Background: an optimization exercise with open tools, aiming at small area, a short achievable clock period and few clock cycles per item. Do not read the settings as production practice. Power figures rest on the tool's default switching activity, not on a simulated workload.

==> flow/design.v <==
`timescale 1ns/100ps
module classifier
(
   input  logic        clk,
   input  logic        local_rst,
   output logic        addr_valid,
   input  logic        addr_ready,
   output logic [20:0] addr,
   input  logic        din_valid,
   output logic        din_ready,
   input  logic [41:0] din,
   input  logic        stddev_valid,
   output logic        stddev_ready,
   input  logic [15:0] stddev,
   output logic        result_valid,
   input  logic        result_ready,
   output logic        result
);
   logic [5:0]  ic;
   logic [2:0]  fd;
   logic [3:0]  cr;
   logic        dall;
   logic [19:0] sr;
   logic [19:0] cr_;
   logic        xa;
   logic        xb;
   logic        sd_seen;
   logic        clear;
   logic        x_new;
   logic        pass0;
   logic        pass1;
   logic        pass2;
   logic        at8;
   logic        at20;
   logic        at32;
   logic        ic_stop;
   localparam logic [31:0] ADDR_B0 = 32'h00000000;
   localparam logic [31:0] ADDR_B1 = 32'h00000000;
   localparam logic [31:0] ADDR_B2 = 32'h00060000;
   localparam logic [31:0] ADDR_B3 = 32'h00070000;
   localparam logic [31:0] ADDR_B4 = 32'h00080000;
   localparam logic [31:0] ADDR_B5 = 32'h00030000;
   localparam logic [31:0] ADDR_B6 = 32'h000c0000;
   localparam logic [31:0] ADDR_B7 = 32'h00000000;
   localparam logic [31:0] ADDR_B8 = 32'hac905300;
   localparam logic [31:0] ADDR_B9 = 32'hff16acac;
   localparam logic [31:0] ADDR_B10 = 32'hca18caca;
   localparam logic [31:0] ADDR_B11 = 32'h0cd00300;
   localparam logic [31:0] ADDR_B12 = 32'h0fec0c0c;
   localparam logic [31:0] ADDR_B13 = 32'hc000c0c0;
   localparam logic [31:0] ADDR_B14 = 32'h00000000;
   localparam logic [31:0] ADDR_B15 = 32'h0000ac00;
   localparam logic [31:0] ADDR_B16 = 32'h5390ac00;
   localparam logic [31:0] ADDR_B17 = 32'h66e6ca66;
   localparam logic [31:0] ADDR_B18 = 32'h88f80c88;
   localparam logic [31:0] ADDR_B19 = 32'h03c00c00;
   localparam logic [31:0] ADDR_B20 = 32'hcc0cc0cc;
   assign addr[0] = ADDR_B0[ic[4:0]];
   assign addr[1] = ADDR_B1[ic[4:0]];
   assign addr[2] = ADDR_B2[ic[4:0]];
   assign addr[3] = ADDR_B3[ic[4:0]];
   assign addr[4] = ADDR_B4[ic[4:0]];
   assign addr[5] = ADDR_B5[ic[4:0]];
   assign addr[6] = ADDR_B6[ic[4:0]];
   assign addr[7] = ADDR_B7[ic[4:0]];
   assign addr[8] = ADDR_B8[ic[4:0]];
   assign addr[9] = ADDR_B9[ic[4:0]];
   assign addr[10] = ADDR_B10[ic[4:0]];
   assign addr[11] = ADDR_B11[ic[4:0]];
   assign addr[12] = ADDR_B12[ic[4:0]];
   assign addr[13] = ADDR_B13[ic[4:0]];
   assign addr[14] = ADDR_B14[ic[4:0]];
   assign addr[15] = ADDR_B15[ic[4:0]];
   assign addr[16] = ADDR_B16[ic[4:0]];
   assign addr[17] = ADDR_B17[ic[4:0]];
   assign addr[18] = ADDR_B18[ic[4:0]];
   assign addr[19] = ADDR_B19[ic[4:0]];
   assign addr[20] = ADDR_B20[ic[4:0]];
   logic [18:0] g;
   logic [18:0] t;
   logic        pg0_0;
   logic        pg0_1;
   logic        pg0_2;
   logic        pg0_3;
   logic        pg0_4;
   logic        pg0_5;
   logic        pg0_6;
   logic        pg0_7;
   logic        pg0_8;
   logic        pg1_0;
   logic        pg1_1;
   logic        pg1_2;
   logic        pg1_3;
   logic        pg1_4;
   logic        pg2_0;
   logic        pg2_1;
   logic        pg3_0;
   logic        pg4_0;
   logic        pt0_0;
   logic        pt0_1;
   logic        pt0_2;
   logic        pt0_3;
   logic        pt0_4;
   logic        pt0_5;
   logic        pt0_6;
   logic        pt0_7;
   logic        pt0_8;
   logic        pt1_0;
   logic        pt1_1;
   logic        pt1_2;
   logic        pt1_3;
   logic        pt1_4;
   logic        pt2_0;
   logic        pt2_1;
   logic        pt3_0;
   assign g = ~(sr[18:0] | cr_[18:0]);
   assign t = ~(sr[18:0] & cr_[18:0]);
   assign pg0_0 = g[1] | (t[1] & g[0]);
   assign pt0_0 = t[1] & t[0];
   assign pg0_1 = g[3] | (t[3] & g[2]);
   assign pt0_1 = t[3] & t[2];
   assign pg0_2 = g[5] | (t[5] & g[4]);
   assign pt0_2 = t[5] & t[4];
   assign pg0_3 = g[7] | (t[7] & g[6]);
   assign pt0_3 = t[7] & t[6];
   assign pg0_4 = g[9] | (t[9] & g[8]);
   assign pt0_4 = t[9] & t[8];
   assign pg0_5 = g[11] | (t[11] & g[10]);
   assign pt0_5 = t[11] & t[10];
   assign pg0_6 = g[13] | (t[13] & g[12]);
   assign pt0_6 = t[13] & t[12];
   assign pg0_7 = g[15] | (t[15] & g[14]);
   assign pt0_7 = t[15] & t[14];
   assign pg0_8 = g[17] | (t[17] & g[16]);
   assign pt0_8 = t[17] & t[16];
   assign pg1_0 = pg0_1 | (pt0_1 & pg0_0);
   assign pt1_0 = pt0_1 & pt0_0;
   assign pg1_1 = pg0_3 | (pt0_3 & pg0_2);
   assign pt1_1 = pt0_3 & pt0_2;
   assign pg1_2 = pg0_5 | (pt0_5 & pg0_4);
   assign pt1_2 = pt0_5 & pt0_4;
   assign pg1_3 = pg0_7 | (pt0_7 & pg0_6);
   assign pt1_3 = pt0_7 & pt0_6;
   assign pg1_4 = g[18] | (t[18] & pg0_8);
   assign pt1_4 = t[18] & pt0_8;
   assign pg2_0 = pg1_1 | (pt1_1 & pg1_0);
   assign pt2_0 = pt1_1 & pt1_0;
   assign pg2_1 = pg1_3 | (pt1_3 & pg1_2);
   assign pt2_1 = pt1_3 & pt1_2;
   assign pg3_0 = pg2_1 | (pt2_1 & pg2_0);
   assign pt3_0 = pt2_1 & pt2_0;
   assign pg4_0 = pg1_4 | (pt1_4 & pg3_0);
   assign x_new = ~(sr[19] ^ cr_[19] ^ pg4_0);
   assign pass0 = xb | x_new;                                            
   assign pass1 = (xb & ~(xa & x_new)) | ~(xa | xb | x_new);             
   assign pass2 = x_new | (xa & ~xb);                                    
   assign at8  = (ic == 6'd8)  & (fd == 3'd2) & cr[0];
   assign at20 = (ic == 6'd20) & (fd == 3'd5) & cr[0];
   assign at32 = dall;
   assign ic_stop    = (ic == 6'd8) | (ic == 6'd20) | ic[5];
   assign addr_valid = ~ic_stop | (at8 & pass0) | (at20 & pass1);
   assign result_valid = (at8 & ~pass0) | (at20 & ~pass1) | at32;
   assign result       = at32 & pass2;
   assign stddev_ready = result_valid;
   assign din_ready    = sd_seen;
   assign clear        = result_valid & result_ready;
   logic [2:0]  f;
   logic        cn0;
   logic        first;
   logic [13:0] d0;
   logic [13:0] d1;
   logic [13:0] d2;
   logic [19:0] b0;
   logic [19:0] b1;
   logic [19:0] b2;
   logic [19:0] a0;
   logic [19:0] a1;
   logic [1:0]  kc;
   logic        k0;
   logic        sel0_4;
   logic        sel0_2;
   logic        sel1_1;
   logic        sel1_2;
   logic        pol0;
   logic        pol1;
   logic        k1;
   logic [19:0] s1;
   logic [19:0] c1;
   logic [19:0] s2;
   logic [19:0] c2;
   logic [19:0] s_next;
   logic [19:0] c_next;
   assign f     = fd;
   assign first = cr[0];
   assign cn0   = cr[1] | cr[3];
   assign d0    = din[41:28];
   assign d1    = din[27:14];
   assign d2    = din[13:0];
   assign b0 = {6'h3f, d0};
   assign b1 = {5'h1f, ~d1, 1'b1};
   always_comb begin
      case (f)
         3'd2, 3'd3, 3'd5: b2 = ~{6'd0, d1};
         3'd4:             b2 = ~{5'd0, d2, 1'b0};
         default:          b2 = '1;
      endcase
      sel0_4 = first & (f == 3'd0 || f == 3'd3 || f == 3'd7);
      sel0_2 = first & (f == 3'd1 || f == 3'd2 || f == 3'd4 || f == 3'd5);
      sel1_1 = first & (f == 3'd1 || f == 3'd3 || f == 3'd5 || f == 3'd6);
      sel1_2 = first & (f == 3'd7);
      pol0   = first ? (f != 3'd2 && f != 3'd5 && f != 3'd6) : cn0;
      pol1   = first ? (f == 3'd1 || f == 3'd3 || f == 3'd6 || f == 3'd7) : cn0;
      a0 = (({20{sel0_4}} & {2'd0, stddev, 2'd0}) | ({20{sel0_2}} & {3'd0, stddev, 1'd0})
            | ({20{~first}} & ~sr)) ^ {20{~pol0}};
      a1 = (({20{sel1_1}} & {4'd0, stddev}) | ({20{sel1_2}} & {3'd0, stddev, 1'd0})
            | ({20{~first}} & ~cr_)) ^ {20{~pol1}};
      case (f)
         3'd1, 3'd3, 3'd7: kc = 2'd2;
         3'd0, 3'd4, 3'd6: kc = 2'd1;
         default:          kc = 2'd0;
      endcase
   end
   assign k0 = first ? (kc != 2'd0) : cn0;
   assign k1 = first & kc[1];
   assign s1 = b0 ^ b1 ^ b2;
   assign c1 = {((b0[18:0] & b1[18:0]) | (b0[18:0] & b2[18:0]) | (b1[18:0] & b2[18:0])), ~k0};
   assign s2 = a0 ^ a1 ^ s1;
   assign c2 = {((a0[18:0] & a1[18:0]) | (a0[18:0] & s1[18:0]) | (a1[18:0] & s1[18:0])), ~k1};
   assign s_next = s2 ^ c2 ^ c1;
   assign c_next = {((s2[18:0] & c2[18:0]) | (s2[18:0] & c1[18:0]) | (c2[18:0] & c1[18:0])), 1'b1};
   always_ff @(posedge clk) begin
      if (local_rst || clear) begin
         ic      <= '0;
         fd      <= '0;
         cr      <= 4'b0001;
         dall    <= 1'b0;
         sd_seen <= 1'b0;
      end else begin
         if (stddev_valid) begin
            sd_seen <= 1'b1;
         end
         if (addr_valid && addr_ready) begin
            ic <= ic + 6'd1;
         end
         if (din_valid && din_ready) begin
            cr <= {cr[2:0], cr[3]};
            if (cr[3]) begin
               fd <= fd + 3'd1;
               if (fd == 3'd7) begin
                  dall <= 1'b1;
               end
            end
         end
      end
   end
   always_ff @(posedge clk) begin
      if (din_valid && din_ready) begin
         sr  <= s_next;
         cr_ <= c_next;
         if (first) begin
            xa <= xb;
            xb <= x_new;
         end
      end
   end
endmodule
==> flow/config.mk <==
export PLATFORM = sky130hd
export DESIGN_NAME = classifier
export DESIGN_NICKNAME = classifier
export VERILOG_FILES = /design/flow/design.v
export SDC_FILE = /design/flow/constraint.sdc
export NUM_CORES = 4
export LEC_CHECK = 0
export ABC_AREA = 1
export CAP_MARGIN = 20
export CORE_MARGIN = 2
export CORE_UTILIZATION = 40
export SETUP_SLACK_MARGIN = 5
export SLEW_MARGIN = 20
==> flow/constraint.sdc <==
create_clock -name core_clock -period 9.0 [get_ports {clk}]
set_input_delay 1.8000 -clock core_clock [delete_from_list [all_inputs] [get_ports {clk}]]
set_output_delay 1.8000 -clock core_clock [all_outputs]
set_load 0.01 [all_outputs]
standard.sh (not shown) runs the stock make flow with config.mk's settings and CLKGATE_MAP_FILE= SYNTH_SCRIPT=/design/flow/synth_recipe.tcl, a recipe that flattens the netlist after the stock synthesis.
==> flow/flow/run.sh <==
#!/bin/bash
# Standard layout, with the smallest buffer on the ports.
set -euo pipefail
export BUFFER_PORTS_ARGS="-buffer_cell sky130_fd_sc_hd__buf_1"
bash standard.sh finish > standard_finish.log 2>&1
Rerun with:
--- a/flow/design.v
+++ b/flow/design.v
@@ -21,6 +21,8 @@
    logic [3:0]  cr;
    logic        dall;
-   logic [19:0] sr;
-   logic [19:0] cr_;
+   logic        d8;
+   logic        d20;
+   logic [19:0] s;
+   logic [19:0] c;
    logic        xa;
    logic        xb;
@@ -114,6 +116,6 @@
    logic        pt2_1;
    logic        pt3_0;
-   assign g = ~(sr[18:0] | cr_[18:0]);
-   assign t = ~(sr[18:0] & cr_[18:0]);
+   assign g = s[18:0] & c[18:0];
+   assign t = s[18:0] | c[18:0];
    assign pg0_0 = g[1] | (t[1] & g[0]);
    assign pt0_0 = t[1] & t[0];
@@ -151,10 +153,10 @@
    assign pt3_0 = pt2_1 & pt2_0;
    assign pg4_0 = pg1_4 | (pt1_4 & pg3_0);
-   assign x_new = ~(sr[19] ^ cr_[19] ^ pg4_0);
+   assign x_new = ~(s[19] ^ c[19] ^ pg4_0);
    assign pass0 = xb | x_new;                                            
    assign pass1 = (xb & ~(xa & x_new)) | ~(xa | xb | x_new);             
    assign pass2 = x_new | (xa & ~xb);                                    
-   assign at8  = (ic == 6'd8)  & (fd == 3'd2) & cr[0];
-   assign at20 = (ic == 6'd20) & (fd == 3'd5) & cr[0];
+   assign at8  = (ic == 6'd8)  & d8;
+   assign at20 = (ic == 6'd20) & d20;
    assign at32 = dall;
    assign ic_stop    = (ic == 6'd8) | (ic == 6'd20) | ic[5];
@@ -197,11 +199,11 @@
    assign d1    = din[27:14];
    assign d2    = din[13:0];
-   assign b0 = {6'h3f, d0};
-   assign b1 = {5'h1f, ~d1, 1'b1};
+   assign b0 = {6'd0, ~d0};
+   assign b1 = {5'd0, d1, 1'b0};
    always_comb begin
       case (f)
-         3'd2, 3'd3, 3'd5: b2 = ~{6'd0, d1};
-         3'd4:             b2 = ~{5'd0, d2, 1'b0};
-         default:          b2 = '1;
+         3'd2, 3'd3, 3'd5: b2 = {6'd0, d1};
+         3'd4:             b2 = {5'd0, d2, 1'b0};
+         default:          b2 = '0;
       endcase
       sel0_4 = first & (f == 3'd0 || f == 3'd3 || f == 3'd7);
@@ -212,7 +214,7 @@
       pol1   = first ? (f == 3'd1 || f == 3'd3 || f == 3'd6 || f == 3'd7) : cn0;
       a0 = (({20{sel0_4}} & {2'd0, stddev, 2'd0}) | ({20{sel0_2}} & {3'd0, stddev, 1'd0})
-            | ({20{~first}} & ~sr)) ^ {20{~pol0}};
+            | ({20{~first}} & s)) ^ {20{pol0}};
       a1 = (({20{sel1_1}} & {4'd0, stddev}) | ({20{sel1_2}} & {3'd0, stddev, 1'd0})
-            | ({20{~first}} & ~cr_)) ^ {20{~pol1}};
+            | ({20{~first}} & c)) ^ {20{pol1}};
       case (f)
          3'd1, 3'd3, 3'd7: kc = 2'd2;
@@ -224,9 +226,9 @@
    assign k1 = first & kc[1];
    assign s1 = b0 ^ b1 ^ b2;
-   assign c1 = {((b0[18:0] & b1[18:0]) | (b0[18:0] & b2[18:0]) | (b1[18:0] & b2[18:0])), ~k0};
+   assign c1 = {((b0[18:0] & b1[18:0]) | (b0[18:0] & b2[18:0]) | (b1[18:0] & b2[18:0])), k0};
    assign s2 = a0 ^ a1 ^ s1;
-   assign c2 = {((a0[18:0] & a1[18:0]) | (a0[18:0] & s1[18:0]) | (a1[18:0] & s1[18:0])), ~k1};
+   assign c2 = {((a0[18:0] & a1[18:0]) | (a0[18:0] & s1[18:0]) | (a1[18:0] & s1[18:0])), k1};
    assign s_next = s2 ^ c2 ^ c1;
-   assign c_next = {((s2[18:0] & c2[18:0]) | (s2[18:0] & c1[18:0]) | (c2[18:0] & c1[18:0])), 1'b1};
+   assign c_next = {((s2[18:0] & c2[18:0]) | (s2[18:0] & c1[18:0]) | (c2[18:0] & c1[18:0])), 1'b0};
    always_ff @(posedge clk) begin
       if (local_rst || clear) begin
@@ -235,4 +237,6 @@
          cr      <= 4'b0001;
          dall    <= 1'b0;
+         d8      <= 1'b0;
+         d20     <= 1'b0;
          sd_seen <= 1'b0;
       end else begin
@@ -244,5 +248,7 @@
          end
          if (din_valid && din_ready) begin
-            cr <= {cr[2:0], cr[3]};
+            cr  <= {cr[2:0], cr[3]};
+            d8  <= (fd == 3'd1) & cr[3];
+            d20 <= (fd == 3'd4) & cr[3];
             if (cr[3]) begin
                fd <= fd + 3'd1;
@@ -256,6 +262,6 @@
    always_ff @(posedge clk) begin
       if (din_valid && din_ready) begin
-         sr  <= s_next;
-         cr_ <= c_next;
+         s <= s_next;
+         c <= c_next;
          if (first) begin
             xa <= xb;
Clock skew goes down by 0.0046 ns; sequential share of layout area goes down by 0.30 points; routed wire length goes down slightly; power goes up by about a fifth; design area goes up by a few percent; via count goes up by a few percent; clock-buffer cell count goes up by 10; area after synthesis goes up by a few percent.
No functional check of the RTL was part of any run of this note.

-- static timing again, ports no longer ideal --
The flow's constraints put no driver on any port. The routed layouts listed below were extracted and timed again, unchanged, in two steps.
Step 1 assumes that a clkbuf_16 drives the clock port and a buf_2 every other input.
Step 2 times the ports against the registers' clock, not the clock port: input delays grow and output delays shrink by t, the midpoint of the rising clock arrivals with the driver on.
a / b / c = ideal / step 1 / step 2; a / b = the first two.
run | shift t [ns] | setup WS [ns] | worst slew at a driven data input, ns
the first run | 0.332 | 5.142 / 5.102 / 5.068 | 0.08
the second run | 0.373 | 5.086 / 5.050 / 5.063 | 0.04
After both steps setup and hold are still met in every run listed. The setup slack of the first run, which loses most, moves by -0.040 ns with the drivers and by -0.074 ns with both steps.
